Source: an optimization exercise on an open RTL-to-GDS flow (aim: small area). Production flows keep margins and buffers that such runs may drop. Only simulation tests tie the RTL to the original design; equivalence was not proved. The flow treats the clock pin as an ideal source. Dropping or thinning the clock tree relies on that and would not hold on a real chip.

== run 1 ==
==> flow/design.v (excerpt) <==
module mlp_top (
    input  logic                  clk,
    input  logic                  rst,
    input  logic                  wb_cyc,
    input  logic                  wb_stb,
    input  logic                  wb_we,
    input  logic [2-1:0] wb_adr,
    input  mlp_pkg::word_t        wb_dat_i,
    output mlp_pkg::word_t        wb_dat_o,
    output logic                  wb_ack,
    output logic                  result_valid,
    output mlp_pkg::word_t        sig_value,
    output logic                  class_out
);
For scale: roughly 58 I/O pins, about 0.012 mm^2 of cells after synthesis.
clock: 7.0 ns
lec_check: 0
cap_margin: 20
core_margin: 2
core_utilization: 70
cts_buf_list: sky130_fd_sc_hd__clkbuf_4 sky130_fd_sc_hd__clkbuf_8
cts_cluster_diameter: 100
cts_cluster_size: 30
place_density: 0.75
slew_margin: 20
synth_hierarchical: 1
standard.sh (not shown) runs the stock make flow with config.mk's settings and CLKGATE_MAP_FILE= SYNTH_SCRIPT=/design/flow/synth_recipe.tcl, a recipe that flattens the netlist after the stock synthesis.
==> flow/flow/run.sh <==
#!/bin/bash
# The standard layout (the standard.sh, ORFS from synthesis to finish) with two changes:
#  - the port buffers that global placement adds are the smallest buffer, buf_1;
#  - clock tree synthesis adds no dummy loads and uses clkbuf_4/clkbuf_8.
# Make's full output goes to flow_make.log here; each ORFS step keeps its own log under
# orfs/logs/.
set -euo pipefail
WORK="$(cd "$(dirname "$0")/.." && pwd)"
cd "$WORK"
bash standard.sh \
    "BUFFER_PORTS_ARGS=-buffer_cell sky130_fd_sc_hd__buf_1" \
    "CTS_ARGS=-sink_clustering_enable -repair_clock_nets -sink_clustering_size 30 -sink_clustering_max_diameter 100 -buf_list {sky130_fd_sc_hd__clkbuf_4 sky130_fd_sc_hd__clkbuf_8} -dont_use_dummy_load" \
    finish > "$WORK/flow_make.log" 2>&1
diff inputs: run 1 => run 2
Settings: CAP_MARGIN: 20 -> 0; SLEW_MARGIN: 20 -> 0.
==> comparison <==
Looking only at minimum clock period after layout, and setting everything else aside, the higher value of run 1 and run 2 goes to run 2. Fraction of area in registers of run 1 is on par with run 2. In run 2, the detailed-route wire length per cell came out 0.069 um below the value in run 1.
Setup changes, run 2 to run 3
Settings: swapping 0 for 20 in SLEW_MARGIN; putting GPL_TIMING_DRIVEN at 0 where nothing was set; swapping 0 for 20 in CAP_MARGIN.
--- outcome ---
- When run 3 is measured against run 2, its portion of the clock cycle consumed by the worst path in the final layout turns out 1.4 points higher.
- Per the comparison of run 3 with run 2, layout buffer count excluding clock buffers went up; wire length on met2 now sits higher.
- Run 3 ended with more met1 track demand over resource in global routing than run 2.
- On clock transition at the registers of the reported paths: run 3 sits below run 2.
- Core utilization: run 3 > run 2

mlp_top, a different RTL version from the one above (not shown whole).
Size in the first run: ~1200 cells after synthesis, about 120 flip-flops, roughly 58 I/O pins, about 12000 µm² of cells after synthesis.
// mlp_top
module mlp_top (
    input  logic                  clk,
    input  logic                  rst,
    input  logic                  wb_cyc,
    input  logic                  wb_stb,
    input  logic                  wb_we,
    input  logic [2-1:0] wb_adr,
    input  mlp_pkg::word_t        wb_dat_i,
    output mlp_pkg::word_t        wb_dat_o,
    output logic                  wb_ack,
    output logic                  result_valid,
    output mlp_pkg::word_t        sig_value,
    output logic                  class_out
);
    logic [15:0] x1, x2;
    logic [7:0]  cnt;
    logic [1:0]  adr_q;
    logic [3:0]  vld;
    logic        access, launch;
    assign access = wb_cyc && wb_stb && !wb_ack;
    assign launch = access && wb_we && (wb_adr == 2'd1);
    always_ff @(posedge clk)
    begin
        if (rst)
        begin
            wb_ack       <= 1'b0;
            x1           <= '0;
            x2           <= '0;
            cnt          <= '0;
            vld          <= '0;
            result_valid <= 1'b0;
        end
        else
        begin
            wb_ack       <= access;
            vld          <= {vld[2:0], launch};
            result_valid <= vld[3];
            if (access && wb_we && wb_adr == 2'd0)
                x1 <= wb_dat_i;
            if (launch)
            begin
                x2  <= wb_dat_i;
                cnt <= cnt + 1'b1;
            end
        end
    end
    always_ff @(posedge clk)
    begin
        if (access)
            adr_q <= wb_adr;
    end
    always_comb
    begin
        case (adr_q)
            2'd0:    wb_dat_o = x1;
            2'd1:    wb_dat_o = x2;
            2'd2:    wb_dat_o = {8'h00, cnt};
            default: wb_dat_o = '0;
        endcase
    end
    function automatic logic [15:0] relu(input logic [15:0] v);
        relu = v[15] ? '0 : v;
    endfunction
    function automatic logic [15:0] bk(input logic [15:0] g0, input logic [15:0] t0);
        logic [15:0] g, t;
        g = g0;
        t = t0;
        for (int d = 1; d < 16; d = d * 2)
            for (int i = 2 * d - 1; i < 16; i += 2 * d)
            begin
                g[i] = g[i] | (t[i] & g[i - d]);
                t[i] = t[i] & t[i - d];
  ...
==> flow/config.mk <==
export PLATFORM = sky130hd
export DESIGN_NAME = mlp_top
export DESIGN_NICKNAME = mlp_top
export VERILOG_FILES = /design/flow/design.v
export SDC_FILE = /design/flow/constraint.sdc
export NUM_CORES = 4
export LEC_CHECK = 0
export CAP_MARGIN = 20
export CORE_MARGIN = 2
export CORE_UTILIZATION = 70
export CTS_BUF_LIST = sky130_fd_sc_hd__clkbuf_4 sky130_fd_sc_hd__clkbuf_8
export CTS_CLUSTER_DIAMETER = 100
export CTS_CLUSTER_SIZE = 30
export PLACE_DENSITY = 0.75
export SLEW_MARGIN = 20
export SYNTH_HIERARCHICAL = 1
==> flow/constraint.sdc <==
create_clock -name core_clock -period 7.0 [get_ports {clk}]
set_input_delay 1.4000 -clock core_clock [delete_from_list [all_inputs] [get_ports {clk}]]
set_output_delay 1.4000 -clock core_clock [all_outputs]
set_load 0.01 [all_outputs]
==> flow/flow/run.sh <==
#!/bin/bash
# The standard layout (the standard.sh, ORFS from synthesis to finish) with two changes:
#  - the port buffers that global placement adds are the smallest buffer, buf_1;
#  - clock tree synthesis adds no dummy loads and uses clkbuf_4/clkbuf_8, and its
#    leaf level is rebuilt with fewer, stronger buffers (flow/leaf_clusters.tcl).
# Make's full output goes to flow_make.log here; each ORFS step keeps its own log under
# orfs/logs/.
set -euo pipefail
WORK="$(cd "$(dirname "$0")/.." && pwd)"
cd "$WORK"
bash standard.sh \
    "BUFFER_PORTS_ARGS=-buffer_cell sky130_fd_sc_hd__buf_1" \
    "CTS_ARGS=-sink_clustering_enable -repair_clock_nets -sink_clustering_size 30 -sink_clustering_max_diameter 100 -buf_list {sky130_fd_sc_hd__clkbuf_4 sky130_fd_sc_hd__clkbuf_8} -dont_use_dummy_load" \
    "POST_CTS_TCL=$WORK/flow/leaf_clusters.tcl" \
    finish > "$WORK/flow_make.log" 2>&1
==> flow/flow/leaf_clusters.tcl <==
# Runs after clock tree synthesis (POST_CTS_TCL). TritonCTS builds an H-tree that
# ends in one leaf buffer per at most 15 flip-flops (16 leaves here). This replaces
# the leaf level with fewer, stronger buffers: the flip-flops are split into
# groups by position (k-means on their locations), each group driven by one
# clkbuf_16 placed at its centre and fed by the tree's root buffer. Then the
# placement is legalized again and timing repaired, as the CTS step does.
set n_groups 5
set block [ord::get_db_block]
set db [ord::get_db]
set root [$block findInst clkbuf_0_clk]
set root_net [[$root findITerm X] getNet]

set leaves {}
foreach it [$root_net getITerms] {
  set inst [$it getInst]
  if {[$inst getName] ne [$root getName]} { lappend leaves $inst }
}
set sinks {}
foreach leaf $leaves {
  set net [[$leaf findITerm X] getNet]
  foreach it [$net getITerms] {
    if {[[$it getInst] getName] ne [$leaf getName]} { lappend sinks $it }
  }
}
puts "leaf_clusters: [llength $leaves] leaf buffers, [llength $sinks] sinks"

# sink positions
set xs {}
set ys {}
foreach it $sinks {
  set loc [[$it getInst] getLocation]
  lappend xs [lindex $loc 0]
  lappend ys [lindex $loc 1]
}
# k-means with farthest-point seeding, then groups above cap shed their farthest
# members to the nearest group with room
set n [llength $sinks]
set cap [expr {($n + $n_groups - 1) / $n_groups + 1}]
set cx [list [lindex $xs 0]]
set cy [list [lindex $ys 0]]
while {[llength $cx] < $n_groups} {
  set far -1
  set fi 0
  for {set i 0} {$i < $n} {incr i} {
    set bd -1
    foreach x $cx y $cy {
      set d [expr {abs([lindex $xs $i] - $x) + abs([lindex $ys $i] - $y)}]
      if {$bd < 0 || $d < $bd} { set bd $d }
    }
    if {$bd > $far} { set far $bd; set fi $i }
  }
  lappend cx [lindex $xs $fi]
  lappend cy [lindex $ys $fi]
}
proc dist {x y cx cy k} {
  return [expr {abs($x - [lindex $cx $k]) + abs($y - [lindex $cy $k])}]
}
for {set iter 0} {$iter < 50} {incr iter} {
  set assign {}
  for {set i 0} {$i < $n} {incr i} {
    set best 0
    set bd -1
    for {set k 0} {$k < $n_groups} {incr k} {
      set d [dist [lindex $xs $i] [lindex $ys $i] $cx $cy $k]
      if {$bd < 0 || $d < $bd} { set bd $d; set best $k }
    }
    lappend assign $best
  }
  # enforce the cap
  set changed 1
  while {$changed} {
    set changed 0
    for {set k 0} {$k < $n_groups} {incr k} {
      set members {}
      for {set i 0} {$i < $n} {incr i} {
        if {[lindex $assign $i] == $k} { lappend members [list [dist [lindex $xs $i] [lindex $ys $i] $cx $cy $k] $i] }
      }
      if {[llength $members] <= $cap} continue
      set members [lsort -integer -decreasing -index 0 $members]
      set m [lindex [lindex $members 0] 1]
      set best -1
      set bd -1
      for {set j 0} {$j < $n_groups} {incr j} {
        if {$j == $k} continue
        set cnt 0
        foreach a $assign { if {$a == $j} { incr cnt } }
        if {$cnt >= $cap} continue
        set d [dist [lindex $xs $m] [lindex $ys $m] $cx $cy $j]
        if {$bd < 0 || $d < $bd} { set bd $d; set best $j }
      }
      lset assign $m $best
      set changed 1
    }
  }
  for {set k 0} {$k < $n_groups} {incr k} {
    set sx 0; set sy 0; set c 0
    for {set i 0} {$i < $n} {incr i} {
      if {[lindex $assign $i] == $k} {
        incr sx [lindex $xs $i]; incr sy [lindex $ys $i]; incr c
      }
    }
    if {$c > 0} {
      lset cx $k [expr {$sx / $c}]
      lset cy $k [expr {$sy / $c}]
    }
  }
}

# remove the old leaf level
foreach leaf $leaves {
  set net [[$leaf findITerm X] getNet]
  foreach it [$net getITerms] { $it disconnect }
  odb::dbNet_destroy $net
  odb::dbInst_destroy $leaf
}

# new leaf buffers
set master [$db findMaster sky130_fd_sc_hd__clkbuf_16]
for {set k 0} {$k < $n_groups} {incr k} {
  set inst [odb::dbInst_create $block $master "clkbuf_leaf_${k}_clk"]
  set net [odb::dbNet_create $block "clknet_leaf_${k}_clk"]
  $net setSigType CLOCK
  [$inst findITerm A] connect $root_net
  [$inst findITerm X] connect $net
  $inst setLocation [lindex $cx $k] [lindex $cy $k]
  $inst setPlacementStatus PLACED
  set c 0
  for {set i 0} {$i < $n} {incr i} {
    if {[lindex $assign $i] == $k} { [lindex $sinks $i] connect $net; incr c }
  }
  puts "leaf_clusters: group $k at ([lindex $cx $k], [lindex $cy $k]) drives $c sinks"
}

detailed_placement
estimate_parasitics -placement
repair_timing_helper
detailed_placement
check_placement -verbose
report_clock_skew
Edit:
--- a/flow/flow/leaf_clusters.tcl
+++ b/flow/flow/leaf_clusters.tcl
@@ -5,5 +5,5 @@
 # clkbuf_16 placed at its centre and fed by the tree's root buffer. Then the
 # placement is legalized again and timing repaired, as the CTS step does.
-set n_groups 5
+set n_groups 6
 set block [ord::get_db_block]
 set db [ord::get_db]
@@ -33,26 +33,13 @@
   lappend ys [lindex $loc 1]
 }
-# k-means with farthest-point seeding, then groups above cap shed their farthest
-# members to the nearest group with room
+# k-means, seeded with sinks spread along the sorted x+y order
+set order [lsort -integer -indices [lmap x $xs y $ys {expr {$x + $y}}]]
 set n [llength $sinks]
-set cap [expr {($n + $n_groups - 1) / $n_groups + 1}]
-set cx [list [lindex $xs 0]]
-set cy [list [lindex $ys 0]]
-while {[llength $cx] < $n_groups} {
-  set far -1
-  set fi 0
-  for {set i 0} {$i < $n} {incr i} {
-    set bd -1
-    foreach x $cx y $cy {
-      set d [expr {abs([lindex $xs $i] - $x) + abs([lindex $ys $i] - $y)}]
-      if {$bd < 0 || $d < $bd} { set bd $d }
-    }
-    if {$bd > $far} { set far $bd; set fi $i }
-  }
-  lappend cx [lindex $xs $fi]
-  lappend cy [lindex $ys $fi]
-}
-proc dist {x y cx cy k} {
-  return [expr {abs($x - [lindex $cx $k]) + abs($y - [lindex $cy $k])}]
+set cx {}
+set cy {}
+for {set k 0} {$k < $n_groups} {incr k} {
+  set i [lindex $order [expr {($k * 2 + 1) * $n / (2 * $n_groups)}]]
+  lappend cx [lindex $xs $i]
+  lappend cy [lindex $ys $i]
 }
 for {set iter 0} {$iter < 50} {incr iter} {
@@ -62,34 +49,10 @@
     set bd -1
     for {set k 0} {$k < $n_groups} {incr k} {
-      set d [dist [lindex $xs $i] [lindex $ys $i] $cx $cy $k]
+      set dx [expr {[lindex $xs $i] - [lindex $cx $k]}]
+      set dy [expr {[lindex $ys $i] - [lindex $cy $k]}]
+      set d [expr {abs($dx) + abs($dy)}]
       if {$bd < 0 || $d < $bd} { set bd $d; set best $k }
     }
     lappend assign $best
-  }
-  # enforce the cap
-  set changed 1
-  while {$changed} {
-    set changed 0
-    for {set k 0} {$k < $n_groups} {incr k} {
-      set members {}
-      for {set i 0} {$i < $n} {incr i} {
-        if {[lindex $assign $i] == $k} { lappend members [list [dist [lindex $xs $i] [lindex $ys $i] $cx $cy $k] $i] }
-      }
-      if {[llength $members] <= $cap} continue
-      set members [lsort -integer -decreasing -index 0 $members]
-      set m [lindex [lindex $members 0] 1]
-      set best -1
-      set bd -1
-      for {set j 0} {$j < $n_groups} {incr j} {
-        if {$j == $k} continue
-        set cnt 0
-        foreach a $assign { if {$a == $j} { incr cnt } }
-        if {$cnt >= $cap} continue
-        set d [dist [lindex $xs $m] [lindex $ys $m] $cx $cy $j]
-        if {$bd < 0 || $d < $bd} { set bd $d; set best $j }
-      }
-      lset assign $m $best
-      set changed 1
-    }
   }
   for {set k 0} {$k < $n_groups} {incr k} {
Via count stays flat. Synthesized area stays the same. Worst hold slack is about the same. Wire length went down by 0.53%. Setup slack improved by 0.0096 ns. Utilization climbs by 0.16 points. Die area is unchanged. Cell area hardly moves. Global-route usage hardly moves.
No run of this note takes its clock network from TritonCTS; it comes from the design's own scripts or RTL.

-- re-timing with driven ports --
No port has a modelled driver above. Below, the same layouts with a new extraction and two added sets of constraints. Step 1 assumes that a clkbuf_16 drives the clock port and a buf_2 every other input. Step 2 also shifts input and output timing later by t, the mid clock arrival at the registers, as if the neighbouring blocks saw the same clock. Three values: ideal ports, drivers, drivers and shift; two values: the first two.
run	t, ns	setup WS [ns]	worst slew at a driven data input, ns
run 1	0.475	0.335 / 0.335 / 0.335	0.03
run 2	0.486	0.308 / 0.308 / 0.308	0.03
run 3	0.483	0.207 / 0.207 / 0.207	0.03
the first run of note 2	0.442	0.279 / 0.279 / 0.279	0.03
the second run of note 2	0.435	0.288 / 0.288 / 0.288	0.03
After both steps setup and hold are still met in every run listed.
